Source: an optimization exercise on an open RTL-to-GDS flow (aim: small area, a short achievable clock period and few clock cycles). Production flows keep margins and buffers that such runs may drop.
Only simulation tests tie the RTL to the original design; equivalence was not proved.
The clock port is modelled as an ideal driver; clocking choices that lean on that would not hold on a real chip.
Power and IR drop assume default switching activity.

Setup of build 11:
Design qc_fsm_complex, start of the top module:
module qc_fsm_complex #(
  parameter int unsigned N    = 3,
  parameter int unsigned W    = 16,
  parameter int unsigned FRAC = W - 2
) (
  input  logic         clk,
  input  logic         reset,
  input  logic         load_ready,
  input  logic [W-1:0] load_data,
  input  logic         new_gate,
  output logic [W-1:0] send_data,
  output logic         busy,
  output logic         done,
  output logic         sat
);
Size in the first run: roughly 2100 cells after synthesis, ~690 flip-flops, roughly 30000 µm² of cells after synthesis.
Settings: LEC_CHECK=0, CAP_MARGIN=20, CORE_MARGIN=2, CORE_UTILIZATION=40, SLEW_MARGIN=20; clock period 12.5 ns.
run.sh (not shown) runs the stock make flow with config.mk's settings and CLKGATE_MAP_FILE= SYNTH_SCRIPT=/design/flow/synth_recipe.tcl, a recipe that flattens the netlist after the stock synthesis.
Testbench counts of build 11, summed over its fixed seeds: cycles 66,240.
Input-level comparison between build 40 and build 11:
--- a/flow/config.mk
+++ b/flow/config.mk
@@ -7,2 +7,3 @@
 export LEC_CHECK = 0
+export ABC_CLOCK_PERIOD_IN_PS = 3000
 export CAP_MARGIN = 20
Notes after the runs:
Combinational group share of total power of build 11 is on par with build 40.
Re number of failing setup endpoints in the final timing report: no difference whatsoever between build 11 and build 40.
Re post-detailed-routing wire length: no difference whatsoever between build 11 and build 40.
Build 40 against build 11: total power divided by cell area held, x dimension of the die held, die footprint held, global-route track usage on met2 held, clock-pin slew on the worst setup and hold paths held.
Reported for build 40 and build 11, count of plain and timing-repair buffers in the layout turned out identical to the last digit.
Re total via count after detailed routing: no difference whatsoever between build 11 and build 40.
diff inputs: build 40 => build 98
--- a/flow/config.mk
+++ b/flow/config.mk
@@ -11,2 +11,4 @@
 export CORE_UTILIZATION = 40
+export CTS_BUF_LIST = sky130_fd_sc_hd__clkbuf_4 sky130_fd_sc_hd__clkbuf_8
+export CTS_CLUSTER_SIZE = 40
 export SLEW_MARGIN = 20
Findings:
- Setup slack: build 98 less than build 40
- Build 98 against build 40: register share of the cell area has remained practically unchanged; synthesis-to-finish area growth was more or less identical; global-route usage grew by 0.18 points.
- Comparing the two runs side by side, build 98 comes out behind build 40 on headroom to the max-slew limit.

========
Setup of run 1:
qc_fsm_complex, a different RTL version from the one above (not shown whole).
Size: about 2000 cells after synthesis, ~700 flip-flops, ~30000 um^2 of cells after synthesis.
clock: 12.5 ns
lec_check: 0
cap_margin: 20
core_margin: 2
core_utilization: 70
cts_buf_list: sky130_fd_sc_hd__clkbuf_16
cts_cluster_diameter: 90
cts_cluster_size: 24
place_density: 0.75
slew_margin: 20
standard.sh (not shown) runs the stock make flow with config.mk's settings and CLKGATE_MAP_FILE= SYNTH_SCRIPT=/design/flow/synth_recipe.tcl, a recipe that flattens the netlist after the stock synthesis.
==> flow/flow/run.sh <==
#!/bin/bash
# The standard layout (standard.sh: standard synthesis, floorplan, place, CTS, route),
# with three changes to how it is made:
#  - the port buffers are buf_4 cells instead of the resizer's default pick (a delay cell);
#  - timing repair aims at a setup slack margin well past zero, so that the layout runs
#    faster than the clock period asks for;
#  - after CTS, the root buffer that CTS puts right at the clock port is taken out, so the
#    port drives the four buffers of the tree's first level directly (unroot.tcl). Every
#    register's clock still passes two levels of clock buffers; all arrive equally earlier.
# The clock period, SDC and all other settings are the standard flow's.
set -euo pipefail
cd "$(dirname "$0")/.."
export BUFFER_PORTS_ARGS="-buffer_cell sky130_fd_sc_hd__buf_4"
export SETUP_SLACK_MARGIN=9.1
export TNS_END_PERCENT=100
R=orfs/results/sky130hd/qc_fsm_complex/base
bash standard.sh cts > make_cts.log 2>&1
UNROOT_IN=$R/4_cts.odb UNROOT_OUT=$R/4_cts.odb openroad -no_init -exit flow/unroot.tcl > unroot.log 2>&1
bash standard.sh finish > make_finish.log 2>&1
Other scripts of this flow, unchanged in this note and not shown: flow/flow/unroot.tcl
Testbench counts of run 1, summed over its fixed seeds: cycles 66,240.
Here is what was changed in the inputs of run 2 compared with run 1.
- a change of CORE_UTILIZATION from 70 to 65
- a change of PLACE_DENSITY from 0.75 to 0.7
Results
~same post-route standard cell area excluding fillers in run 1 and run 2. Comparing run 1 and run 2, average via count per standard cell is higher on run 1. Final core utilization: lower on run 2. Shortest period the worst path allows ended up 26 ps lower on run 2 than on run 1.
[inputs] run 3 vs run 2
- CTS_CLUSTER_DIAMETER: 90 -> 100
- CTS_CLUSTER_SIZE: 24 -> 28
- PLACE_DENSITY: 0.7 -> 0.75
- CORE_UTILIZATION: 65 -> 70
==> comparison <==
- Result for run 2 and run 3: all clean
- The power density normalized to cell area of run 3 is lower than that of run 2.
- Against run 2 as the reference, run 3 delivers a higher clock latency of the later-clocked register in the worst-skew pair.
- Comparing run 2 and run 3, the lower area taken by multi-input logic gates was measured on run 3.
- The post-CTS setup buffer count in run 2 is 0.821 times that in run 3.
- Relative to run 2, the detailed-route via count of run 3 is higher by 188.
## Diff of input files: run 4 against run 3
- changing CTS_CLUSTER_DIAMETER from 100 to 90
- changing CTS_CLUSTER_SIZE from 28 to 24
--- a/flow/flow/run.sh
+++ b/flow/flow/run.sh
@@ -13,3 +13,3 @@
 export BUFFER_PORTS_ARGS="-buffer_cell sky130_fd_sc_hd__buf_4"
-export SETUP_SLACK_MARGIN=9.1
+export SETUP_SLACK_MARGIN=8.9
 export TNS_END_PERCENT=100
Findings:
A uppermost signal routing layer after detailed routing of met4 is what run 4 shows, while met5 belongs to run 3.
Run 4 against run 3; count of fill cells added during filler insertion is up slightly.
Run 4 reports a higher sequential share of layout area than run 3 does.
[compare] base=run 3 new=run 4: area growth from synthesis to layout saw a decrease; combinational power share saw a decrease; portion of the clock cycle consumed by the worst path in the final layout now larger; final wirelength dropped 5.0%.
Run 4 has data arrival time of the critical path above what run 3 had.
NOTE: share of final layout cell area taken by non-clock buffers in run 4 falls short of that of run 3
Via density per instance ends up higher on run 3.
Compared with run 3, run 4 shows a post-layout minimum cycle time that is 110 ps higher.

-- port drivers added, routing unchanged --
No port has a modelled driver above. Below, the same layouts with a new extraction and two added sets of constraints. Step 1 sets driving cells, clkbuf_16 on the clock port and buf_2 on the other inputs (assumed; they add their load-dependent delay and slew). Step 2 adds t to the input delays and takes it off the output delays; t is the mean of the earliest and latest rising clock arrival at the registers after step 1. Input paths then give back, and output paths get back, about the clock's delay inside the block. Three values: ideal, step 1, step 2; two values: the first two.
run | t, ns | setup slack, ns | worst setup path after step 2 | slew at the worst register clock pin (ns) | pins driven straight from the clock port
build 11 | 0.676 | 7.937 / 7.937 / 7.937 | register to register | 0.06 / 0.06 | 1
build 40 | 0.676 | 7.937 / 7.937 / 7.937 | register to register | 0.06 / 0.06 | 1
build 98 | 0.766 | 7.915 / 7.915 / 7.915 | register to register | 0.07 / 0.07 | 1
run 1 | 0.509 | 9.044 / 8.920 / 8.853 | input to register | 0.10 / 0.10 | 4
run 2 | 0.504 | 9.070 / 8.946 / 8.863 | input to register | 0.10 / 0.10 | 4
run 3 | 0.549 | 8.958 / 8.880 / 8.826 | input to register | 0.12 / 0.12 | 2
run 4 | 0.500 | 8.848 / 8.848 / 8.688 | input to register | 0.10 / 0.10 | 4
After both steps every run listed still meets setup and hold. For run 2, which loses most, drivers alone change the setup slack by -0.124 ns; drivers and shift together by -0.207 ns.
